This is an optimization exercise on Yosys and OpenROAD, whose aim is small area, not a production implementation. RTL that was checked went through simulation tests only; none was proved equivalent to the original. Only the layout flow was run in run 4; the RTL was not checked for function there. Power and IR drop assume default switching activity.

--- flow/flow/run.sh ---
#!/bin/bash
# The standard layout (the standard.sh, standard synthesis included), with
# two changes: ports are buffered with the smallest buffer, and the clock tree
# uses small buffers in clusters of ten sinks and no dummy loads. ORFS writes
# each step's full log under orfs/logs; the make output goes to flow.log here.
set -euo pipefail
export BUFFER_PORTS_ARGS="-buffer_cell sky130_fd_sc_hd__buf_1"
export CTS_ARGS="-sink_clustering_enable -repair_clock_nets -dont_use_dummy_load -buf_list sky130_fd_sc_hd__clkbuf_4 -sink_clustering_size 10 -sink_clustering_max_diameter 60"
bash standard.sh > flow.log 2>&1
--- flow/standard.sh ---
#!/bin/bash
# synth_recipe.tcl (not shown) runs the flow's synth.tcl, then flattens the netlist and writes it again
# the make line also repeats each setting of config.mk as NAME=value (left out here)
make -C /OpenROAD-flow-scripts/flow DESIGN_CONFIG=/design/flow/config.mk WORK_HOME=/design/flow/orfs CLKGATE_MAP_FILE= SYNTH_SCRIPT=/design/flow/synth_recipe.tcl "${@:-finish}"
--- flow/config.mk ---
export PLATFORM = sky130hd
export DESIGN_NAME = pcs_rx_top
export DESIGN_NICKNAME = pcs_rx_top
export VERILOG_FILES = /design/flow/design.v
export SDC_FILE = /design/flow/constraint.sdc
export NUM_CORES = 4
export LEC_CHECK = 0
export CAP_MARGIN = 20
export CORE_MARGIN = 2
export CORE_UTILIZATION = 70
export SLEW_MARGIN = 20
export SYNTH_HIERARCHICAL = 1
export SYNTH_MINIMUM_KEEP_SIZE = 0
--- flow/constraint.sdc ---
create_clock -name core_clock -period 4.0 [get_ports {clk}]
set_input_delay 0.8000 -clock core_clock [delete_from_list [all_inputs] [get_ports {clk}]]
set_output_delay 0.8000 -clock core_clock [all_outputs]
set_load 0.01 [all_outputs]
--- flow/design.v ---
`default_nettype none
`default_nettype wire
`default_nettype none
module hold_reg #(
	parameter int W = 1
) (
	input  wire logic         clk,
	input  wire logic         ld,
	input  wire logic         keep,
	input  wire logic [W-1:0] d,
	output logic      [W-1:0] q
);
always_ff @(posedge clk) begin
	q <= (d & {W{ld}}) | (q & {W{keep}});
end
endmodule
module aoi222 (
	input  wire logic a0, s0, a1, s1, a2, s2,
	output logic      y
);
assign y = ~((a0 & s0) | (a1 & s1) | (a2 & s2));
endmodule
module or_aoi22 (
	input  wire logic a0, s0, a1, s1, y0, y1,
	output logic      y
);
assign y = ~(y0 & y1 & ~((a0 & s0) | (a1 & s1)));
endmodule
`default_nettype wire
`default_nettype none
module pcs_rx_top (
	input wire logic                    clk,
	input wire logic                    rst_i,
	input wire logic                    blk_v_i,
	input wire logic [2-1:0]  head_i,
	input wire logic [64-1:0]  data_i,
	input wire logic                    hold_i,  
	output logic                        ovf_o,   
	output logic                        blk_v_o,
	output logic                        ctrl_v_o,
	output logic                        idle_v_o,
	output logic [((0) ? 1 : 2)-1:0] start_v_o,
	output logic                        term_v_o,
	output logic                        err_v_o,
	output logic                        ord_v_o,
	output logic [64-1:0]      data_o,
	output logic [(64 / 8)-1:0]      keep_o
);
localparam int DW    = 64;
localparam int HW    = 2;
localparam int BW    = HW + DW;
localparam int DEPTH = 8;
localparam int HIST_W = 58;
localparam int TAP_N  = 39;
logic [HIST_W-1:0]    hist_q;
logic [HIST_W+DW-1:0] stream;
logic [DW-1:0]        descr;
assign stream = {data_i, hist_q};
always_comb begin
	for (int i = 0; i < DW; i++) begin
		descr[i] = stream[HIST_W + i] ^ stream[HIST_W - TAP_N + i] ^ stream[i];
	end
end
hold_reg #(.W(HIST_W)) hist_reg (
	.clk(clk), .ld(blk_v_i & ~rst_i), .keep(~blk_v_i & ~rst_i),
	.d(data_i[DW-1:DW-HIST_W]), .q(hist_q)
);
logic [BW-1:0]    mem [DEPTH];  
logic [DEPTH-1:0] occ_q;        
logic             pend_q;       
logic             drop_q;       
logic             rd_v_q;
logic [BW-1:0]    rd_blk_q;
logic             rd_en;
logic             full_nx;      
logic             shift;
logic             wr;
logic [DEPTH-1:0] sel;          
logic [BW-1:0]    rd_mux;
assign rd_en   = (occ_q[1] | (occ_q[0] & ~pend_q)) & ~hold_i;
assign full_nx = occ_q[DEPTH-1] & ~rd_en;
assign shift   = blk_v_i & ~full_nx;
assign wr      = shift & ~rst_i;
logic [BW-1:0] mem_d [DEPTH];
assign mem_d[0] = {head_i, descr};
for (genvar j = 0; j < DEPTH; j++) begin : g_mem
	if (j > 0) begin : g_sh
		assign mem_d[j] = mem[j-1];
	end
	hold_reg #(.W(BW)) entry (
		.clk(clk), .ld(shift), .keep(~shift), .d(mem_d[j]), .q(mem[j])
	);
end
always_ff @(posedge clk) begin
	if (rst_i) begin
		occ_q  <= '0;
		pend_q <= 1'b0;
		drop_q <= 1'b0;
		ovf_o  <= 1'b0;
		rd_v_q <= 1'b0;
	end else begin
		case ({wr, rd_en})
			2'b10:   occ_q <= {occ_q[DEPTH-2:0], 1'b1};
			2'b01:   occ_q <= {1'b0, occ_q[DEPTH-1:1]};
			default: occ_q <= occ_q;
		endcase
		pend_q <= wr;
		drop_q <= blk_v_i & full_nx;
		ovf_o  <= drop_q;
		rd_v_q <= rd_en;
	end
end
always_comb begin
	for (int j = 0; j < DEPTH; j++) begin
		sel[j] = occ_q[j] & ~((j < DEPTH-1) ? occ_q[(j+1) % DEPTH] : 1'b0);
	end
end
for (genvar b = 0; b < BW; b++) begin : g_rd
	logic [1:0] y;
	aoi222 g0 (.a0(mem[0][b]), .s0(sel[0]), .a1(mem[1][b]), .s1(sel[1]),
	           .a2(mem[2][b]), .s2(sel[2]), .y(y[0]));
	aoi222 g1 (.a0(mem[3][b]), .s0(sel[3]), .a1(mem[4][b]), .s1(sel[4]),
	           .a2(mem[5][b]), .s2(sel[5]), .y(y[1]));
	or_aoi22 g2 (.a0(mem[6][b]), .s0(sel[6]), .a1(mem[7][b]), .s1(sel[7]),
	             .y0(y[0]), .y1(y[1]), .y(rd_mux[b]));
end
always_ff @(posedge clk) begin
	rd_blk_q <= rd_mux;
end
logic          blk_v_q;
logic [HW-1:0] head_q;
logic [DW-1:0] data_q;
logic [7:0]    bt;
logic          hd, hc;
logic          idle_t, ord_t, st0_t, st4_t, term_t, known;
always_ff @(posedge clk) begin
	if (rst_i) blk_v_q <= 1'b0;
	else       blk_v_q <= rd_v_q;
end
always_ff @(posedge clk) begin
	head_q <= rd_blk_q[BW-1 -: HW];
	data_q <= rd_blk_q[DW-1:0];
end
assign bt     = data_q[7:0];
assign hd     = head_q == 2'b01;
assign hc     = head_q == 2'b10;
assign idle_t = bt == 8'h1e;
assign ord_t  = bt == 8'h4b;
assign st0_t  = bt == 8'h78;
assign st4_t  = bt == 8'h33;
assign term_t = bt == 8'h87 | bt == 8'h99 | bt == 8'haa | bt == 8'hb4 |
                bt == 8'hcc | bt == 8'hd2 | bt == 8'he1 | bt == 8'hff;
assign known  = idle_t | ord_t | st0_t | st4_t | term_t;
assign ctrl_v_o     = blk_v_q & ~hd;
assign idle_v_o     = blk_v_q & hc & idle_t;
assign ord_v_o      = blk_v_q & hc & ord_t;
assign start_v_o[0] = blk_v_q & hc & st0_t;
assign start_v_o[1] = blk_v_q & hc & st4_t;
assign term_v_o     = blk_v_q & hc & term_t;
assign err_v_o      = blk_v_q & ~hd & ~(hc & known);
assign blk_v_o      = blk_v_q;
assign data_o       = data_q;
assign keep_o[0] = bt[6] | bt[5] | bt[4];
assign keep_o[1] = bt[6] | bt[5];
assign keep_o[2] = bt[6] | (bt[5] & bt[4]);
assign keep_o[3] = bt[6];
assign keep_o[4] = bt[6] & (bt[5] | bt[4]);
assign keep_o[5] = bt[6] & bt[5];
assign keep_o[6] = bt[6] & bt[5] & bt[4];
assign keep_o[7] = 1'b0;
endmodule
`default_nettype wire
==> flow_summary.toml, run 1 <==
[status]
status = "no timing/DRC/antenna violations"

[clock_tree]
cts_resized = 0
cts_buffers = 83
cts_setup_buffers = 0
cts_root_buffer = "clkbuf_4"
insertion_delay_ns = 0.79
cts_sinks = 731
path_clk_slew_ns = 0.10
cts_hold_buf = 0
cts_max_path_buffers = 3
htree_num_levels = 3
tritoncts = "yes"

[critical_path]
arrival_ns = 2.54
r2r_end = "g_mem[2].entry.q[12]"
crit_fanout = 12
worstSetupPathType = "flip-flop to output pin"
slowest_delay_ns = 0.59
path_cells = "or3b_2, o22ai_1, a221oi_2, nor3b_2, buf_1"
r2r-start = "occ_q[0]"
crit_slowest_cell = "dfxtp_1"
cp.buffers_inverters = 1
critPathRequiredTime_ns = 3.20
r2r_cells = 7
end_kind = "output pin"
ff2ff_setup_slack_ns = 1.42
cp_top_family = "simple AND/OR/NAND/NOR gates"
cp-start-kind = "flip-flop"

[pwr]
peakVddDrop_v = 0.000391
p_per_area_nw_per_um2 = 544
leakagePower_uw = 0.0100

[sta]
tightest_slew_ns = 1.15
skew_ns = 0.0896
setup-violations-final = 0
max_freq_ghz = 0.300
fin_crit_ns = 3.34
final_max_slew_viol_count = 0
setup_tns_ns = 0
layout_setup_ws_ns = 0.662
hold_viol_final = 0
fin_crit_sh = 0.834
rsz0062_at_grt = "no"
maxSlewHeadroom = 0.232

[flow_run]
max-cap-violations = 0

[hold_path]
hold_depth = 2
holdPathEnd = "g_mem[0].entry.q[65]"
hold_path_class = "primary input to flip-flop"
hp-start = "head_i[1]"

[placement]
place.detailed.hpwl_mm = 34.8
dp_worst_setup_slack_ns = 1.20
gp_congestion = 0.860
port_buffers = 149

[logic_synthesis]
ys.flop_type = "dfxtp_1"
synth-edff-count = 0
synth.ff_latch_count = 731
yosys-top-cells-area = "dfxtp_1 (59%), a22o_1 (21%), a222oi_1 (5.3%), xnor2_1 (4.5%), buf_6 (3.8%)"
synth_top_area_cell = "dfxtp_1"
netlist-cell-type-count = 45
ys_async_sr_fraction = 0
syn-instance-count = 1946
syn_nets = 2017
synth_warnings = 12
synth.most_common_cell = "dfxtp_1"
yosys-top-cells-count = "dfxtp_1 (731), a22o_1 (586), a222oi_1 (132), xnor2_1 (128), buf_6 (84)"
seq_area_frac_synth = 0.589
synth_area_sq_um = 24800
synth_top_area_share = 0.589
syn_area_per_cell_sq_um = 12.8

[global_routing]
antenna_found_initial = 6
overflow = 0
grt_pass1_wl_mm = 89.5
grt_use_total = 0.309
grt_max_degree = 70
grt_pass1_vias = 16100

[final_layout]
drive_above_1_share = 0.0631
post-route-util = 0.737
syn2layout_area_growth_pct = 4.44
fill_cells = 2509
num-nets-final = 2149

[die]
pin_count = 151
fp.dieArea_sq_um = 37000
fp.dieH_microns = 192
die_width_microns = 192
floorplan.initialDensity = 0.705
core_area_sq_um = 35200
num_rows = 69

[route]
drc = 0
avgViaCountPerCell = 6.89
dr.first_iter.drc_count = 1982
vias = 17500
routed_wl_mm = 58.5
drtPass1Iterations = 10
drtAntennaViolNets = 0
wl_per_cell_microns = 23.0
stage by stage:
step	hold slack [ns]	instance area, sq um	instances	total power [uW]
after detailed placement	0.312	25300	2454	11100
after global routing	0.244	25900	2540	14700
final	0.264	26000	2541	14100
after floorplan	0.310	24800	1946	10500
after global placement	0.309	25300	2453	11000
after CTS	0.215	25900	2537	14100
worst max-delay path by stage:
stage	end	start	cells past startpoint	slack (ns)
6_report	term_v_o	data_q[5]	5	0.66
3_5_place_dp	g_mem[2].entry.q[10]	hold_i	6	1.20
4_1_cts	term_v_o	data_q[5]	5	0.62
2_1_floorplan	rd_blk_q[0]	occ_q[7]	3	0.36
5_1_grt	term_v_o	data_q[5]	5	0.55
3_3_place_gp	g_mem[7].entry.q[11]	hold_i	6	1.27
kinds of logic after synthesis:
group,count (synthesis),share of synthesized area
AOI/OAI and AO/OA,804,0.285
DFF,731,0.589
buffers and inverters,138,0.0492
and+or+nand+nor,136,0.0284
xor gates and xnor gates,129,0.0455
muxes,6,0.00242
adders and majority gates,1,0.000503
other,1,0.000151
where the power goes:
part | leakage [uW] | switching [uW] | internal, uW
registers | 0.00606 | 866 | 8400
logic | 0.00360 | 741 | 960
clock network | 0.000382 | 2180 | 957
total | 0.0100 | 3790 | 10300
state kept, by name (all words and copies together), names as in the netlist:
name,cells
g_mem.entry.q,528
rd_blk_q,66
data_q,64
hist_reg.q,58
occ_q,8
head_q,2
blk_v_q,1
drop_q,1
ovf_o,1
pend_q,1
rd_v_q,1
per-module statistics from Yosys (local to each module, per instance), a selection:
module | area, sq um | flip-flops and latches | cells
pcs_rx_top | 4690 | 145 | 386
aoi222 | 10.0 | 0 | 1
or_aoi22 | 12.5 | 0 | 2
layout by cell type (no fill, tap or decap), types with 2 or more instances in the layout:
cell,count
dfxtp_1,730
a22o_1,586
buf_1,149
a222oi_1,132
xnor2_1,128
clkbuf_4,83
nand3_1,68
a22oi_1,66
nor2_1,22
buf_12,18
buf_4,13
a21oi_1,9
nand2_1,7
nor2b_4,7
mux2i_1,6
inv_1,5
diode_2,4
nand2b_1,4
nor2b_1,4
nor2_4,2
or3_1,2
nor3_1,2
nor3b_1,2
and2b_1,2
o22ai_1,2
o21ai_0,2
and2_1,2
and3_1,2
cell type report:
class / count / area, sq um / area share
Clock buffer: 83 / 623 / 0.0240
Inverter: 5 / 18.8 / 0.000723
Timing Repair Buffer: 180 / 1020 / 0.0392
Multi-Input combinational cell: 1077 / 9070 / 0.350
Antenna cell: 4 / 10.0 / 0.000386
Sequential cell: 731 / 14600 / 0.564
Tap cell: 461 / 577 / 0.0222
layer usage:
metal  global-route usage  vias to the layer above  share of wire
met4                0.122                        4          0.029
li1                     -                     8015              -
met3               0.0542                      115          0.078
met2                0.457                      749           0.45
met1                0.450                     8612           0.45
met5                    0                        -        0.00056
==> inputs of run 2 (changes only) <==
--- a/flow/config.mk
+++ b/flow/config.mk
@@ -9,3 +9,3 @@
 export CORE_MARGIN = 2
-export CORE_UTILIZATION = 70
+export CORE_UTILIZATION = 55
 export SLEW_MARGIN = 20
==> run 2 against run 1 <==
Effect of this change: still clean on timing, DRC and antenna; via count fell by 0.37%; clock skew fell by 0.025 ns; synthesized cell count did not move; global-route usage fell by 5.3 points; first-iteration DRC count rose by 5.4%; count of clock-buffer cells in the layout did not move; sequential power fell by 0.4%; fmax barely moved; worst hold slack got worse by 0.027 ns; critical path type unchanged; critical endpoint is now err_v_o; highest routed layer unchanged.
==> flow_summary.toml, run 2 <==
[logic_synthesis]
synth_top_area_cell = "dfxtp_1"
synth.most_common_cell = "dfxtp_1"
yosys-top-cells-area = "dfxtp_1 (59%), a22o_1 (21%), a222oi_1 (5.3%), xnor2_1 (4.5%), buf_6 (3.8%)"
synth_top_area_share = 0.589
syn_area_per_cell_sq_um = 12.8
ys_async_sr_fraction = 0
yosys-top-cells-count = "dfxtp_1 (731), a22o_1 (586), a222oi_1 (132), xnor2_1 (128), buf_6 (84)"
seq_area_frac_synth = 0.589
synth-edff-count = 0
synth.ff_latch_count = 731
synth_area_sq_um = 24800
netlist-cell-type-count = 45
synth_warnings = 12
syn_nets = 2017
syn-instance-count = 1946
ys.flop_type = "dfxtp_1"

[final_layout]
largest-register = "g_mem.entry.q"
num-nets-final = 2145
largest_registers = "g_mem.entry.q (528), rd_blk_q (66), data_q (64)"
final_common_cell = "dfxtp_1"
final_cells = 2671
post-route-util = 0.586
largest_reg_flops = 528
syn2layout_area_growth_pct = 4.75
drive_above_1_share = 0.0613
final_cell_mix = "dfxtp_1 (730), a22o_1 (586), buf_1 (149)"

[route]
routed_wl_mm = 61.7
vias = 17400
avgViaCountPerCell = 6.53
drtAntennaViolNets = 0
wl_per_cell_microns = 23.1
drc = 0
dr.first_iter.drc_count = 2090
drtPass1Iterations = 10

[clock_tree]
tritoncts = "yes"
insertion_delay_ns = 0.82
cts_buffers = 83
htree_num_levels = 3
path_clk_slew_ns = 0.11
cts_max_path_buffers = 3
cts_root_buffer = "clkbuf_4"
cts_setup_buffers = 0
cts_resized = 0
cts_sinks = 731
cts_hold_buf = 0

[global_routing]
grt_max_degree = 132
grt_pass1_wl_mm = 94.4
grt_use_total = 0.256
overflow = 0
grt_pass1_vias = 15900
antenna_found_initial = 8

[sta]
final_max_slew_viol_count = 0
max_freq_ghz = 0.300
tightest_slew_ns = 1.12
skew_ns = 0.0650
fin_crit_sh = 0.834
maxSlewHeadroom = 0.251
setup-violations-final = 0
hold_viol_final = 0
setup_tns_ns = 0
fin_crit_ns = 3.34
rsz0062_at_grt = "no"

[placement]
place.detailed.hpwl_mm = 36.0
port_buffers = 149
gp_congestion = 0.812
dp_cells = 2581

[critical_path]
arrival_ns = 2.54
path_cells = "nand4bb_1, o31ai_1, a31o_2, a221oi_2, o21ba_1, buf_1"
critPathRequiredTime_ns = 3.20
crit_fanout = 12
worstSetupPathType = "flip-flop to output pin"
crit_slowest_cell = "dfxtp_1"
r2r-start = "occ_q[7]"
end_kind = "output pin"
cp-start-kind = "flip-flop"
critPathLaunch = "data_q[5]"
slowest_delay_ns = 0.58

[hold_path]
hold_path_class = "primary input to flip-flop"
hp-start = "data_i[49]"

[flow_run]
max-cap-violations = 0

[pwr]
leakagePower_uw = 0.0100
p_per_area_nw_per_um2 = 543
peakVddDrop_v = 0.000309

[die]
pin_count = 151
core_area_sq_um = 44400
fp.dieH_microns = 217
num_rows = 77
die_width_microns = 217
floorplan.initialDensity = 0.559
fp.dieArea_sq_um = 46900

[status]
status = "no timing/DRC/antenna violations"
-- run 2: cell type report --
class | instances | area, sq um
fillers | 3771 | 18400
well taps | 592 | 741
inverters | 5 | 18.8
diodes | 7 | 17.5
multi-input cells | 1077 | 9070
clock buffers | 83 | 623
flip-flops and latches | 731 | 14600
repair buffers | 176 | 925
-- run 2: worst max-delay path: cells and delay by family (launching register included) --
kind	cells	cell delay (ns)
AO/OA/AOI/OAI	4	0.80
AND/OR/NAND/NOR	1	0.21
flip-flops	1	0.58
buffers and inverters	1	0.15
-- run 2: path summary, 6_finish.rpt --
kind | to | slack [ns] | cells after the start
max | err_v_o | 0.66 | 6
min | hist_reg.q[43] | 0.24 | 2
max reg2reg | g_mem[0].entry.q[16] | 1.63 | 4
min reg2reg | head_q[0] | 0.32 | 0
-- run 2: cells by family (layout without fill, tap and decap cells) --
group	count (synthesis)	in the layout	synth area share
AND/OR/NAND/NOR	136	136	0.0284
buffers and inverters	138	264	0.0492
other	1	8	0.000151
adder cells (fa/ha/maj)	1	1	0.000503
multiplexers	6	6	0.00242
AO/OA/AOI/OAI	804	804	0.285
flip-flops	731	731	0.589
XOR/XNOR	129	129	0.0455
-- run 2: metrics by stage --
step | cell area, sq um | hold slack (ns) | power, uW | setup slack [ns]
global placement | 25400 | 0.310 | 11000 | 1.47
detailed placement | 25400 | 0.312 | 11100 | 1.42
floorplan | 24800 | 0.310 | 10500 | 0.362
finish | 26000 | 0.236 | 14100 | 0.663
global route | 26000 | 0.184 | 14800 | 0.448
CTS | 26000 | 0.164 | 14300 | 0.585
-- run 2: Yosys stat by module (local to each module, per instance), excerpt --
| module | flip-flops and latches | area [sq um] |
|---|---|---|
| pcs_rx_top | 145 | 4690 |
| aoi222 | 0 | 10.0 |
| or_aoi22 | 0 | 12.5 |
-- run 2: layer usage --
layer  part of all wire  vias up  global-route usage
li1                   -     8000                   -
met1               0.47     8685               0.381
met2               0.43      638               0.372
met3              0.081      103              0.0560
met4              0.020        4              0.0717
met5            0.00029        -                   0
-- run 2: power breakdown --
group          total [uW]  switching (uW)  internal, uW
logic                1730             775           951
clock network        3190            2230           956
registers            9230             827          8400
==> inputs of run 3 (changes only) <==
--- a/flow/config.mk
+++ b/flow/config.mk
@@ -9,3 +9,3 @@
 export CORE_MARGIN = 2
-export CORE_UTILIZATION = 55
+export CORE_UTILIZATION = 60
 export SLEW_MARGIN = 20
==> run 3 against run 2 <==
Effect of this change: first-iteration DRC count grew 0.53%; clock power is essentially flat; critical path depth did not move; register-to-register slack lost 0.17 ns; setup slack improved by 0.055 ns; cell count down 2.5%; via count is 1.1% lower; count of clock-buffer cells in the layout is the same; global-route usage grew 0.81 points; sequential share of layout area up 0.26 points; synthesized area did not move; critical endpoint unchanged; largest cell class unchanged.
==> flow_summary.toml, run 3 <==
[logic_synthesis]
synth-edff-count = 0
yosys-top-cells-count = "dfxtp_1 (731), a22o_1 (586), a222oi_1 (132), xnor2_1 (128), buf_6 (84)"
synth_warnings = 12
ys_async_sr_fraction = 0
synth_top_area_cell = "dfxtp_1"
synth_area_sq_um = 24800
ys.flop_type = "dfxtp_1"
seq_area_frac_synth = 0.589
yosys-top-cells-area = "dfxtp_1 (59%), a22o_1 (21%), a222oi_1 (5.3%), xnor2_1 (4.5%), buf_6 (3.8%)"
synth.ff_latch_count = 731
synth_top_area_share = 0.589
syn_area_per_cell_sq_um = 12.8
syn_nets = 2017
syn-instance-count = 1946
synth.most_common_cell = "dfxtp_1"
netlist-cell-type-count = 45

[die]
floorplan.initialDensity = 0.609
fp.dieArea_sq_um = 43100
pin_count = 151
die_width_microns = 208
core_area_sq_um = 40800
fp.dieH_microns = 208
num_rows = 74

[global_routing]
grt_use_total = 0.264
antenna_found_initial = 6
grt_pass1_wl_mm = 91.2
grt_pass1_vias = 15900
overflow = 0
grt_max_degree = 129

[pwr]
leakagePower_uw = 0.00999
peakVddDrop_v = 0.000299
p_per_area_nw_per_um2 = 544

[sta]
skew_ns = 0.0874
fin_crit_sh = 0.821
hold_viol_final = 0
setup-violations-final = 0
setup_tns_ns = 0
max_freq_ghz = 0.305
final_max_slew_viol_count = 0
rsz0062_at_grt = "no"
tightest_slew_ns = 1.13
fin_crit_ns = 3.28
maxSlewHeadroom = 0.249

[route]
avgViaCountPerCell = 6.62
vias = 17200
drc = 0
wl_per_cell_microns = 22.8
dr.first_iter.drc_count = 2101
routed_wl_mm = 59.4
drtAntennaViolNets = 0
drtPass1Iterations = 10

[hold_path]
hold_path_class = "primary input to flip-flop"

[clock_tree]
cts_hold_buf = 0
cts_setup_buffers = 0
tritoncts = "yes"
cts_resized = 0
htree_num_levels = 3
cts_root_buffer = "clkbuf_4"
cts_max_path_buffers = 3
path_clk_slew_ns = 0.11
insertion_delay_ns = 0.82
cts_sinks = 731
cts_buffers = 83

[final_layout]
final_cell_mix = "dfxtp_1 (730), a22o_1 (586), buf_1 (149)"
syn2layout_area_growth_pct = 4.27
fill_cells = 3268
drive_above_1_share = 0.0599
largest_reg_flops = 528
num-nets-final = 2142
final_common_cell = "dfxtp_1"
final_cells = 2604
largest_registers = "g_mem.entry.q (528), rd_blk_q (66), data_q (64)"
largest-register = "g_mem.entry.q"

[critical_path]
crit_fanout = 12
arrival_ns = 2.48
cp-start-kind = "flip-flop"
end_kind = "output pin"
critPathRequiredTime_ns = 3.20
worstSetupPathType = "flip-flop to output pin"

[placement]
dp_cells = 2518
gp_congestion = 0.793
port_buffers = 149
place.detailed.hpwl_mm = 33.9

[flow_run]
max-cap-violations = 0

[status]
status = "no timing/DRC/antenna violations"
run 3: metal layers:
metal  up-vias  global-route usage  share of wire
met1      8490               0.398           0.47
met3       123              0.0505          0.072
met4         6              0.0872          0.027
li1       7987                   -              -
met2       632               0.380           0.43
met5         -                   0        0.00077
run 3: worst max-delay path, stage by stage, from the launching register on:
cell       delay (ns)
dfxtp_1          0.55
nand4bb_1        0.21
o31ai_1          0.10
a31o_2           0.25
a221oi_2         0.25
o21ba_1          0.19
buf_1            0.15
run 3: final timing paths:
path               startpoint              endpoint  slack (ns)  cells after the start
setup / recovery    data_q[5]               err_v_o        0.72                      6
hold / removal      head_i[0]  g_mem[0].entry.q[64]        0.23                      2
setup reg to reg     occ_q[7]  g_mem[1].entry.q[53]        1.46                      4
hold reg to reg   rd_blk_q[6]             data_q[6]        0.33                      0
run 3: cells by family (layout without fill, tap and decap cells):
logic type | after synthesis | count (layout) | synth area share
DFF | 731 | 731 | 0.589
xor gates and xnor gates | 129 | 129 | 0.0455
AOI/OAI and AO/OA | 804 | 804 | 0.285
buffers and inverters | 138 | 261 | 0.0492
adders and majority gates | 1 | 1 | 0.000503
and+or+nand+nor | 136 | 136 | 0.0284
other | 1 | 4 | 0.000151
muxes | 6 | 6 | 0.00242
run 3: area by class of cell:
cell class	instances	area (sq um)	share of cell area
Sequential cell	731	14600	0.565
Clock buffer	83	623	0.0240
Timing Repair Buffer	173	890	0.0343
Antenna cell	3	7.51	0.000290
Inverter	5	18.8	0.000724
Tap cell	532	666	0.0257
Multi-Input combinational cell	1077	9070	0.350
run 3: stage by stage:
stage / power, uW / hold slack (ns) / cell area, sq um / setup WS [ns] / utilization
after floorplan: 10500 / 0.310 / 24800 / 0.362 / -
after global placement: 11000 / 0.310 / 25300 / 1.49 / 0.619
after detailed placement: 11100 / 0.312 / 25300 / 1.42 / 0.619
after CTS: 14200 / 0.149 / 25900 / 0.643 / 0.634
after global routing: 14800 / 0.206 / 25900 / 0.540 / 0.634
final: 14100 / 0.225 / 25900 / 0.718 / 0.635
run 3: report_power, final:
part | leakage [uW] | switching [uW] | internal (uW)
Sequential | 0.00606 | 836 | 8400
Combinational | 0.00354 | 755 | 952
Clock | 0.000382 | 2200 | 957
Total | 0.00999 | 3800 | 10300
run 3: modules after synthesis, one instance, submodules excluded, excerpt:
module / cells inside / cell area [sq um] / flip-flops and latches / copies in the design
aoi222: 1 / 10.0 / 0 / 132
or_aoi22: 2 / 12.5 / 0 / 66
pcs_rx_top: 386 / 4690 / 145 / 1
==> inputs of run 4 (changes only) <==
--- a/flow/design.v
+++ b/flow/design.v
@@ -15,2 +15,11 @@
 end
+endmodule
+module ld_keep (
+	input  wire logic v,
+	input  wire logic stop,
+	output logic      ld,
+	output logic      keep
+);
+assign ld   = v & ~stop;
+assign keep = ~v | stop;
 endmodule
@@ -89,4 +98,6 @@
 	end
+	logic ld, keep;
+	ld_keep ctl (.v(blk_v_i), .stop(full_nx), .ld(ld), .keep(keep));
 	hold_reg #(.W(BW)) entry (
-		.clk(clk), .ld(shift), .keep(~shift), .d(mem_d[j]), .q(mem[j])
+		.clk(clk), .ld(ld), .keep(keep), .d(mem_d[j]), .q(mem[j])
 	);
==> run 4 against run 3 <==
Effect of this change: largest cell class unchanged; routed wire length rose by 20%; critical path type unchanged; non-clock buffer count rose by 11; highest routed layer unchanged; worst hold slack got worse by 0.0059 ns; largest power group unchanged; still clean on timing, DRC and antenna.
==> flow_summary.toml, run 4 <==
[status]
status = "no timing/DRC/antenna violations"

[die]
fp.dieArea_sq_um = 43200
fp.dieH_microns = 208
die_width_microns = 208
num_rows = 74
core_area_sq_um = 40900
floorplan.initialDensity = 0.609
pin_count = 151

[route]
routedLengthMet1_mm = 30.5
drc = 0
routed_wl_mm = 71.3
drtPass1Iterations = 11
avgViaCountPerCell = 6.97
maxUsedRoutingLayer = "met5"
drtAntennaViolNets = 0
wl_per_cell_microns = 27.1
vias = 18300
wl_met2_mm = 31.7
dr.first_iter.drc_count = 2525
met3WireLength_mm = 6.76

[logic_synthesis]
synth_compound_area_frac = 0.284
syn_nets = 2033
seq_area_frac_synth = 0.587
synth-edff-count = 0
syn-instance-count = 1962
netlist-cell-type-count = 45
yosys-top-cells-area = "dfxtp_1 (59%), a22o_1 (21%), a222oi_1 (5.3%), xnor2_1 (4.5%), buf_6 (3.8%)"
synth_top_family_by_area = "compound AO/OA/AOI/OAI gates"
ys_async_sr_fraction = 0
synth.ff_latch_count = 731
synth_area_sq_um = 24900
synth-adder-area-share = 0.000502
synth_top_area_share = 0.587
yosys.area_share.simple = 0.0317
synth.most_common_cell = "dfxtp_1"
ys.flop_type = "dfxtp_1"
synth_top_area_cell = "dfxtp_1"
syn_area_per_cell_sq_um = 12.7
yosys-top-cells-count = "dfxtp_1 (731), a22o_1 (586), a222oi_1 (132), xnor2_1 (128), buf_6 (84)"
synth.area.mux_share = 0.00241
synth-xor-area-share = 0.0453
synth_warnings = 12

[final_layout]
final_cell_mix = "dfxtp_1 (730), a22o_1 (586), buf_1 (149)"
fill_cells = 3275
largest_reg_flops = 528
multi_input_area_sq_um = 9220
largest-register = "g_mem.entry.q"
final_common_cell = "dfxtp_1"
post-route-util = 0.641
num-nets-final = 2169
syn2layout_area_growth_pct = 5.23
largest_registers = "g_mem.entry.q (528), rd_blk_q (66), data_q (64)"
drive_above_1_share = 0.0711
register_area_sq_um = 14600

[pwr]
p_per_area_nw_per_um2 = 544
total_power_uw = 14300
peakVddDrop_v = 0.000372
leakagePower_uw = 0.0102

[critical_path]
critPathRequiredTime_ns = 3.20
arrival_ns = 2.44
crit_fanout = 12
cp.buffers_inverters = 1
path_cells = "nand4bb_1, o31ai_1, a31o_2, a221oi_2, o21ba_1, buf_1"
end_kind = "output pin"
critPathLaunch = "data_q[5]"
cp_top_family = "compound AO/OA/AOI/OAI gates"
cp-start-kind = "flip-flop"
crit_slowest_cell = "dfxtp_1"
r2r-start = "occ_q[0]"
worstSetupPathType = "flip-flop to output pin"
slowest_delay_ns = 0.52

[sta]
final_max_slew_viol_count = 0
setup-violations-final = 0
fin_crit_sh = 0.810
max_freq_ghz = 0.309
skew_ns = 0.0572
hold_viol_final = 0
tightest_slew_ns = 1.17
layout_setup_ws_ns = 0.759
rsz0062_at_grt = "no"
fin_crit_ns = 3.24
setup_tns_ns = 0
maxSlewHeadroom = 0.217

[placement]
place.detailed.hpwl_mm = 39.8
port_buffers = 149
gp_congestion = 0.851
dp_worst_setup_slack_ns = 1.05

[global_routing]
overflow = 0
grt_max_degree = 70
antenna_found_initial = 4
grt_pass1_wl_mm = 109
grt_pass1_vias = 17700
grt_use_total = 0.323

[clock_tree]
cts_root_buffer = "clkbuf_4"
path_clk_slew_ns = 0.10
insertion_delay_ns = 0.80
cts_setup_buffers = 0
cts_max_path_buffers = 3
htree_num_levels = 3
tritoncts = "yes"
cts_sinks = 731
cts_resized = 0
cts_hold_buf = 0
cts_buffers = 83

[flow_run]
max-cap-violations = 0

[hold_path]
hp-start = "head_i[1]"
hold_path_class = "primary input to flip-flop"
-- run 4: per-stage QoR --
step | hold WS [ns] | std cells | cell area, sq um
global placement | 0.311 | 2545 | 25600
global route | 0.179 | 2630 | 26200
detailed placement | 0.312 | 2545 | 25600
floorplan | 0.310 | 1962 | 24900
CTS | 0.171 | 2628 | 26200
finish | 0.219 | 2630 | 26200
-- run 4: logic make-up after synthesis --
group | Yosys count
AOI/OAI and AO/OA | 804
DFF | 731
and+or+nand+nor | 150
buffers and inverters | 140
xor gates and xnor gates | 129
muxes | 6
adders and majority gates | 1
other | 1
-- run 4: cell type report --
| cell class | count | share of cell area |
|---|---|---|
| Clock buffer | 83 | 0.0237 |
| Timing Repair Buffer | 184 | 0.0409 |
| Antenna cell | 2 | 0.000191 |
| Inverter | 7 | 0.00100 |
| Sequential cell | 731 | 0.558 |
| Tap cell | 532 | 0.0254 |
| Multi-Input combinational cell | 1091 | 0.351 |
-- run 4: path summary, 6_finish.rpt --
| kind | end | slack [ns] | cells after the start |
|---|---|---|---|
| worst min register to register | data_q[19] | 0.29 | 0 |
| worst max-delay path | err_v_o | 0.76 | 6 |
| worst max register to register | g_mem[2].entry.q[36] | 1.31 | 8 |
| worst min-delay path | g_mem[0].entry.q[65] | 0.22 | 2 |
-- run 4: Yosys stat by module, one instance, submodules excluded, a selection --
| module | cells | times used |
|---|---|---|
| ld_keep | 2 | 8 |
| aoi222 | 1 | 132 |
| pcs_rx_top | 386 | 1 |
| or_aoi22 | 2 | 66 |
-- run 4: power by group --
part           total, uW  internal, uW  switching (uW)
Clock               3190           956            2230
Combinational       1830           976             859
Sequential          9260          8400             864
-- run 4: per-layer routing --
metal,vias up,track usage
li1,8058,-
met1,9104,0.450
met2,1001,0.504
met3,169,0.0608
met4,4,0.112
met5,-,0
==> inputs of run 5 (changes only) <==
--- a/flow/design.v
+++ b/flow/design.v
@@ -15,11 +15,2 @@
 end
-endmodule
-module ld_keep (
-	input  wire logic v,
-	input  wire logic stop,
-	output logic      ld,
-	output logic      keep
-);
-assign ld   = v & ~stop;
-assign keep = ~v | stop;
 endmodule
@@ -98,6 +89,4 @@
 	end
-	logic ld, keep;
-	ld_keep ctl (.v(blk_v_i), .stop(full_nx), .ld(ld), .keep(keep));
 	hold_reg #(.W(BW)) entry (
-		.clk(clk), .ld(ld), .keep(keep), .d(mem_d[j]), .q(mem[j])
+		.clk(clk), .ld(shift), .keep(~shift), .d(mem_d[j]), .q(mem[j])
 	);
@@ -112,7 +101,6 @@
 	end else begin
-		case ({wr, rd_en})
-			2'b10:   occ_q <= {occ_q[DEPTH-2:0], 1'b1};
-			2'b01:   occ_q <= {1'b0, occ_q[DEPTH-1:1]};
-			default: occ_q <= occ_q;
-		endcase
+		for (int j = 0; j < DEPTH; j++) begin
+			occ_q[j] <= (occ_q[j] & ~(rd_en & ~wr & sel[j]))
+			          | (wr & ~rd_en & ((j == 0) ? 1'b1 : sel[(j + DEPTH - 1) % DEPTH]));
+		end
 		pend_q <= wr;
@@ -161,4 +149,4 @@
 assign st4_t  = bt == 8'h33;
-assign term_t = bt == 8'h87 | bt == 8'h99 | bt == 8'haa | bt == 8'hb4 |
-                bt == 8'hcc | bt == 8'hd2 | bt == 8'he1 | bt == 8'hff;
+assign term_t = bt[7] & (bt[3] == (bt[6] ^ bt[5] ^ bt[4])) & (bt[2] == (bt[5] ~^ bt[4]))
+              & (bt[1] == (bt[6] ~^ bt[4])) & (bt[0] == (bt[6] ~^ bt[5]));
 assign known  = idle_t | ord_t | st0_t | st4_t | term_t;
==> run 5 against run 4 <==
Effect of this change: global-route usage down 5.2 points; clock power about the same; fmax is 8.5% lower; non-clock buffer count decreased by 4; first-iteration DRC count down 21%; critical path type unchanged; count of clock-buffer cells in the layout did not move; cell count is 1.2% lower.
==> flow_summary.toml, run 5 <==
[status]
status = "no timing/DRC/antenna violations"

[die]
pin_count = 151
core_area_sq_um = 40700
floorplan.initialDensity = 0.608
num_rows = 74
fp.dieArea_sq_um = 42900
die_width_microns = 207
fp.dieH_microns = 207

[logic_synthesis]
syn-instance-count = 1923
synth_top_area_cell = "dfxtp_1"
synth_warnings = 12
synth.ff_latch_count = 731
synth_top_area_share = 0.591
syn_area_per_cell_sq_um = 12.9
syn_nets = 1998
synth.most_common_cell = "dfxtp_1"
seq_area_frac_synth = 0.591
ys_async_sr_fraction = 0
ys.flop_type = "dfxtp_1"
yosys-top-cells-count = "dfxtp_1 (731), a22o_1 (586), a222oi_1 (132), xnor2_1 (129), buf_6 (84)"
yosys-top-cells-area = "dfxtp_1 (59%), a22o_1 (21%), a222oi_1 (5.3%), xnor2_1 (4.6%), buf_6 (3.8%)"
synth-edff-count = 0
netlist-cell-type-count = 39
synth_area_sq_um = 24800

[route]
drtPass1Iterations = 10
avgViaCountPerCell = 6.65
drc = 0
dr.first_iter.drc_count = 1998
drtAntennaViolNets = 0
wl_per_cell_microns = 23.0
vias = 17300
routed_wl_mm = 59.8

[global_routing]
grt_pass1_wl_mm = 93.2
grt_max_degree = 108
grt_pass1_vias = 16300
overflow = 0
antenna_found_initial = 11
grt_use_total = 0.270

[sta]
final_max_slew_viol_count = 0
maxSlewHeadroom = 0.313
rsz0062_at_grt = "no"
max_freq_ghz = 0.282
setup_tns_ns = 0
tightest_slew_ns = 1.03
setup-violations-final = 0
fin_crit_ns = 3.54
whs_ns = 0.225
hold_viol_final = 0
fin_crit_sh = 0.886
skew_ns = 0.0329

[final_layout]
largest_reg_flops = 528
drive_above_1_share = 0.0641
syn2layout_area_growth_pct = 4.68
final_cells = 2599
largest-register = "g_mem.entry.q"
final_cell_mix = "dfxtp_1 (730), a22o_1 (586), buf_1 (149)"
num-nets-final = 2135
largest_registers = "g_mem.entry.q (528), rd_blk_q (66), data_q (64)"
finalInstanceArea_sq_um = 25900
final_common_cell = "dfxtp_1"

[placement]
port_buffers = 149
placedInstanceArea_sq_um = 25300
gp_congestion = 0.857
dp_cells = 2507
place.detailed.hpwl_mm = 35.5

[clock_tree]
cts_setup_buffers = 0
cts_sinks = 731
path_clk_slew_ns = 0.10
tritoncts = "yes"
insertion_delay_ns = 0.82
cts_max_path_buffers = 3
cts_resized = 0
cts_hold_buf = 0
htree_num_levels = 3
cts_buffers = 83
cts_root_buffer = "clkbuf_4"

[critical_path]
r2r-start = "occ_q[0]"
ff2ff_setup_slack_ns = 1.56
worstSetupPathType = "flip-flop to output pin"
r2r_cells = 6
crit_fanout = 7
critPathRequiredTime_ns = 3.20
arrival_ns = 2.74
r2r_end = "g_mem[7].entry.q[24]"
end_kind = "output pin"
cp-start-kind = "flip-flop"

[flow_run]
max-cap-violations = 0

[pwr]
peakVddDrop_v = 0.000286
total_power_uw = 13900
p_per_area_nw_per_um2 = 536
leakagePower_uw = 0.0100

[hold_path]
hp-start = "head_i[0]"
hold_depth = 2
hold_path_class = "primary input to flip-flop"
holdPathEnd = "g_mem[0].entry.q[64]"
run 5: layer usage:
| metal | track usage | up-vias | wire length [microns] |
|---|---|---|---|
| met5 | 0 | - | 26 |
| met4 | 0.0941 | 4 | 1520 |
| met3 | 0.0532 | 103 | 4400 |
| met2 | 0.393 | 640 | 26100 |
| met1 | 0.401 | 8566 | 27700 |
| li1 | - | 7958 | - |
run 5: worst max path at each step:
stage	start	to	slack [ns]	cells after the start
final	data_q[6]	term_v_o	0.46	7
after global placement	data_q[6]	err_v_o	1.29	7
after floorplan	occ_q[7]	rd_blk_q[0]	0.34	3
after global routing	data_q[6]	term_v_o	0.19	7
after detailed placement	data_q[6]	err_v_o	1.25	7
after CTS	data_q[6]	term_v_o	0.35	7
run 5: cell families (layout without fill, tap and decap cells):
group / count (synthesis) / count (layout) / synth area share
adder cells (fa/ha/maj): 5 / 5 / 0.00253
buffers and inverters: 136 / 271 / 0.0488
flip-flops: 731 / 731 / 0.591
XOR/XNOR: 132 / 132 / 0.0467
AO/OA/AOI/OAI: 807 / 807 / 0.287
other: 1 / 10 / 0.000151
AND/OR/NAND/NOR: 111 / 111 / 0.0237
run 5: worst max-delay path, stage by stage (launching register included):
cell	delay, ns
dfxtp_1	0.45
inv_1	0.11
ha_1	0.35
xor2_1	0.19
and3_2	0.19
o2111ai_1	0.19
nor4b_2	0.29
buf_1	0.17
run 5: metrics by stage:
step / utilization / setup WS, ns
after floorplan: - / 0.337
after global routing: 0.636 / 0.190
after CTS: 0.636 / 0.354
after detailed placement: 0.620 / 1.25
after global placement: 0.620 / 1.29
final: 0.636 / 0.456
run 5: per-module statistics from Yosys (local to each module, per instance), excerpt:
module / cells inside / area (sq um) / flops+latches
pcs_rx_top: 363 / 4600 / 145
or_aoi22: 2 / 12.5 / 0
aoi222: 1 / 10.0 / 0
run 5: cell type report:
class,count,area (sq um)
antenna,9,22.5
sequential,731,14600
fill,3256,14800
multi-input combinational,1056,8990
tap,532,666
timing repair buffer,180,955
inverter,8,30.0
clock buffer,83,623
run 5: where the power goes:
group	leakage (uW)	total, uW	internal (uW)	switching [uW]
clock network	0.000382	3170	957	2210
registers	0.00606	9140	8340	803
logic	0.00357	1570	900	669
==> inputs of run 6 (changes only) <==
--- a/flow/flow/run.sh
+++ b/flow/flow/run.sh
@@ -7,3 +7,3 @@
 export BUFFER_PORTS_ARGS="-buffer_cell sky130_fd_sc_hd__buf_1"
-export CTS_ARGS="-sink_clustering_enable -repair_clock_nets -dont_use_dummy_load -buf_list sky130_fd_sc_hd__clkbuf_4 -sink_clustering_size 10 -sink_clustering_max_diameter 60"
+export CTS_ARGS="-sink_clustering_enable -repair_clock_nets -dont_use_dummy_load -buf_list sky130_fd_sc_hd__clkbuf_4 -sink_clustering_size 10 -sink_clustering_max_diameter 100"
 bash standard.sh > flow.log 2>&1
==> run 6 against run 5 <==
Effect of this change: design area is essentially flat; sequential share of layout area hardly changed; clock skew increased by 0.032 ns; worst hold slack improved by 0.0076 ns; routed wire length barely moved; die area did not move; clock power is essentially flat; via count increased by 0.13%.
==> flow_summary.toml, run 6 <==
[logic_synthesis]
seq_area_frac_synth = 0.591
synth_warnings = 12
yosys-top-cells-count = "dfxtp_1 (731), a22o_1 (586), a222oi_1 (132), xnor2_1 (129), buf_6 (84)"
syn_nets = 1998
ys.flop_type = "dfxtp_1"
synth.most_common_cell = "dfxtp_1"
netlist-cell-type-count = 39
synth.ff_latch_count = 731
yosys-top-cells-area = "dfxtp_1 (59%), a22o_1 (21%), a222oi_1 (5.3%), xnor2_1 (4.6%), buf_6 (3.8%)"
ys_async_sr_fraction = 0
syn-instance-count = 1923
synth-edff-count = 0
synth_area_sq_um = 24800
synth_top_area_cell = "dfxtp_1"
syn_area_per_cell_sq_um = 12.9
synth_top_area_share = 0.591

[clock_tree]
htree_num_levels = 3
insertion_delay_ns = 0.78
cts_hold_buf = 0
cts_max_path_buffers = 3
cts_sinks = 731
cts_root_buffer = "clkbuf_4"
cts_buffers = 83
cts_resized = 0
path_clk_slew_ns = 0.10
cts_setup_buffers = 0
tritoncts = "yes"

[critical_path]
crit_fanout = 7
critPathRequiredTime_ns = 3.20
cp_top_family = "simple AND/OR/NAND/NOR gates"
end_kind = "output pin"
r2r_end = "g_mem[1].entry.q[35]"
critical_path_depth = 7
arrival_ns = 2.73
ff2ff_setup_slack_ns = 1.55
path_cells = "inv_1, ha_1, xor2_1, and3_2, o2111ai_1, nor4b_2, buf_1"
slowest_delay_ns = 0.45
crit_slowest_cell = "dfxtp_1"
critPathLaunch = "data_q[6]"
cp-start-kind = "flip-flop"
crit_path_end = "term_v_o"
r2r_cells = 6
cp.buffers_inverters = 2
r2r-start = "occ_q[0]"
worstSetupPathType = "flip-flop to output pin"

[sta]
hold_viol_final = 0
setup_tns_ns = 0
maxSlewHeadroom = 0.309
layout_setup_ws_ns = 0.473
fin_crit_ns = 3.53
max_freq_ghz = 0.283
final_max_slew_viol_count = 0
skew_ns = 0.0649
setup-violations-final = 0
whs_ns = 0.232
tightest_slew_ns = 1.04
rsz0062_at_grt = "no"
fin_crit_sh = 0.882

[route]
vias = 17300
met3WireLength_mm = 4.63
routedLengthMet1_mm = 27.7
maxUsedRoutingLayer = "met5"
drc = 0
drtPass1Iterations = 10
drtAntennaViolNets = 0
dr.first_iter.drc_count = 1921
routed_wl_mm = 59.7
wl_per_cell_microns = 23.0
avgViaCountPerCell = 6.66
wl_met2_mm = 25.9

[placement]
dp_cells = 2507
gp_congestion = 0.857
dp_worst_setup_slack_ns = 1.25
port_buffers = 149
place.detailed.hpwl_mm = 35.5

[die]
pin_count = 151
core_area_sq_um = 40700
num_rows = 74
fp.dieArea_sq_um = 42900
floorplan.initialDensity = 0.608
fp.dieH_microns = 207
die_width_microns = 207

[global_routing]
grt_max_degree = 108
grt_use_total = 0.270
grt_pass1_wl_mm = 93.1
antenna_found_initial = 9
grt_pass1_vias = 16300
overflow = 0

[final_layout]
drive_above_1_share = 0.0641
largest_registers = "g_mem.entry.q (528), rd_blk_q (66), data_q (64)"
num-nets-final = 2135
final_cell_mix = "dfxtp_1 (730), a22o_1 (586), buf_1 (149)"
final_cells = 2597
fill_cells = 3265
final_common_cell = "dfxtp_1"
syn2layout_area_growth_pct = 4.66
largest-register = "g_mem.entry.q"
largest_reg_flops = 528

[status]
status = "no timing/DRC/antenna violations"

[hold_path]
hold_path_class = "primary input to flip-flop"

[pwr]
leakagePower_uw = 0.0100
peakVddDrop_v = 0.000299
p_per_area_nw_per_um2 = 535
total_power_uw = 13900

[flow_run]
max-cap-violations = 0
run 6: cell types whose count changed in the layout (fill, tap and decap cells not counted), sizes merged:
cell,previous run,this run
diode,9,7
run 6: how the worst min path moves through the flow:
| stage | from | endpoint | slack [ns] | cells past startpoint |
|---|---|---|---|---|
| final | head_i[0] | g_mem[0].entry.q[64] | 0.23 | 2 |
| after detailed placement | rd_blk_q[2] | data_q[2] | 0.31 | 0 |
| after global routing | head_i[1] | g_mem[0].entry.q[65] | 0.21 | 2 |
| after global placement | rd_blk_q[43] | data_q[43] | 0.31 | 0 |
| after CTS | head_i[1] | g_mem[0].entry.q[65] | 0.16 | 2 |
| after floorplan | rd_blk_q[0] | data_q[0] | 0.31 | 0 |
run 6: cell type report:
cell class | instances | area [sq um] | share of cell area
flip-flops and latches | 731 | 14600 | 0.565
diodes | 7 | 17.5 | 0.000676
multi-input cells | 1056 | 8990 | 0.347
clock buffers | 83 | 623 | 0.0240
inverters | 8 | 30.0 | 0.00116
repair buffers | 180 | 955 | 0.0368
well taps | 532 | 666 | 0.0257
run 6: routing by layer:
layer  vias up  GRT usage
li1       7963          -
met1      8565      0.399
met2       665      0.393
met3        96     0.0537
met4         4     0.0943
met5         -          0
run 6: per-module statistics from Yosys (local to each module, per instance), excerpt:
module / cell area (sq um) / times used / cells / flops+latches
aoi222: 10.0 / 132 / 1 / 0
or_aoi22: 12.5 / 66 / 2 / 0
pcs_rx_top: 4600 / 1 / 363 / 145
run 6: cells by family (layout without fill, tap and decap cells):
kind of cell               after synthesis  count (layout)  synth area share
AOI/OAI and AO/OA                      807             807             0.287
DFF                                    731             731             0.591
buffers and inverters                  136             271            0.0488
xor gates and xnor gates               132             132            0.0467
and+or+nand+nor                        111             111            0.0237
adders and majority gates                5               5           0.00253
other                                    1               8          0.000151
run 6: report_power, final:
| group | total (uW) | internal [uW] | switching (uW) |
|---|---|---|---|
| Sequential | 9140 | 8340 | 802 |
| Combinational | 1570 | 900 | 668 |
| Clock | 3160 | 957 | 2200 |
run 6: metrics by stage:
| stage | util | instance area, sq um |
|---|---|---|
| floorplan | - | 24800 |
| CTS | 0.636 | 25900 |
| global placement | 0.620 | 25300 |
| detailed placement | 0.620 | 25300 |
| finish | 0.636 | 25900 |
| global route | 0.636 | 25900 |

==> re-timing with driven ports <==
How much do the figures lean on ideal ports? The routed layouts below were timed once more, with nothing changed but the port constraints.
Step 1 (the two cells are an assumption about what drives the block):
set clk [get_ports {clk}]
set_driving_cell -lib_cell sky130_fd_sc_hd__clkbuf_16 $clk
set_driving_cell -lib_cell sky130_fd_sc_hd__buf_2 [delete_from_list [all_inputs] $clk]
Step 2 moves the port delays by t, midway between the first and last clock arrival at a register: inputs arrive t later, outputs are due t later. That takes back most of the time a late clock gives input paths.
Three values: ideal, step 1, step 2; two values: the first two.
| run | t, ns | setup slack, ns | hold slack, ns | latest minus earliest clock arrival (ns) | cell pins on the clock port's net |
|---|---|---|---|---|---|
| run 1 | 0.810 | 0.662 / 0.608 / 1.150 | 0.264 / 0.254 / 0.320 | 0.102 / 0.102 | 1 |
| run 2 | 0.850 | 0.663 / 0.610 / 1.335 | 0.236 / 0.228 / 0.322 | 0.091 / 0.090 | 1 |
| run 3 | 0.835 | 0.718 / 0.664 / 1.373 | 0.225 / 0.195 / 0.327 | 0.091 / 0.091 | 1 |
| run 4 | 0.841 | 0.759 / 0.705 / 1.005 | 0.219 / 0.189 / 0.287 | 0.094 / 0.094 | 1 |
| run 5 | 0.850 | 0.456 / 0.404 / 1.254 | 0.225 / 0.198 / 0.321 | 0.046 / 0.046 | 1 |
| run 6 | 0.810 | 0.473 / 0.418 / 1.228 | 0.232 / 0.203 / 0.305 | 0.088 / 0.088 | 1 |
After both steps every run listed still meets setup and hold.
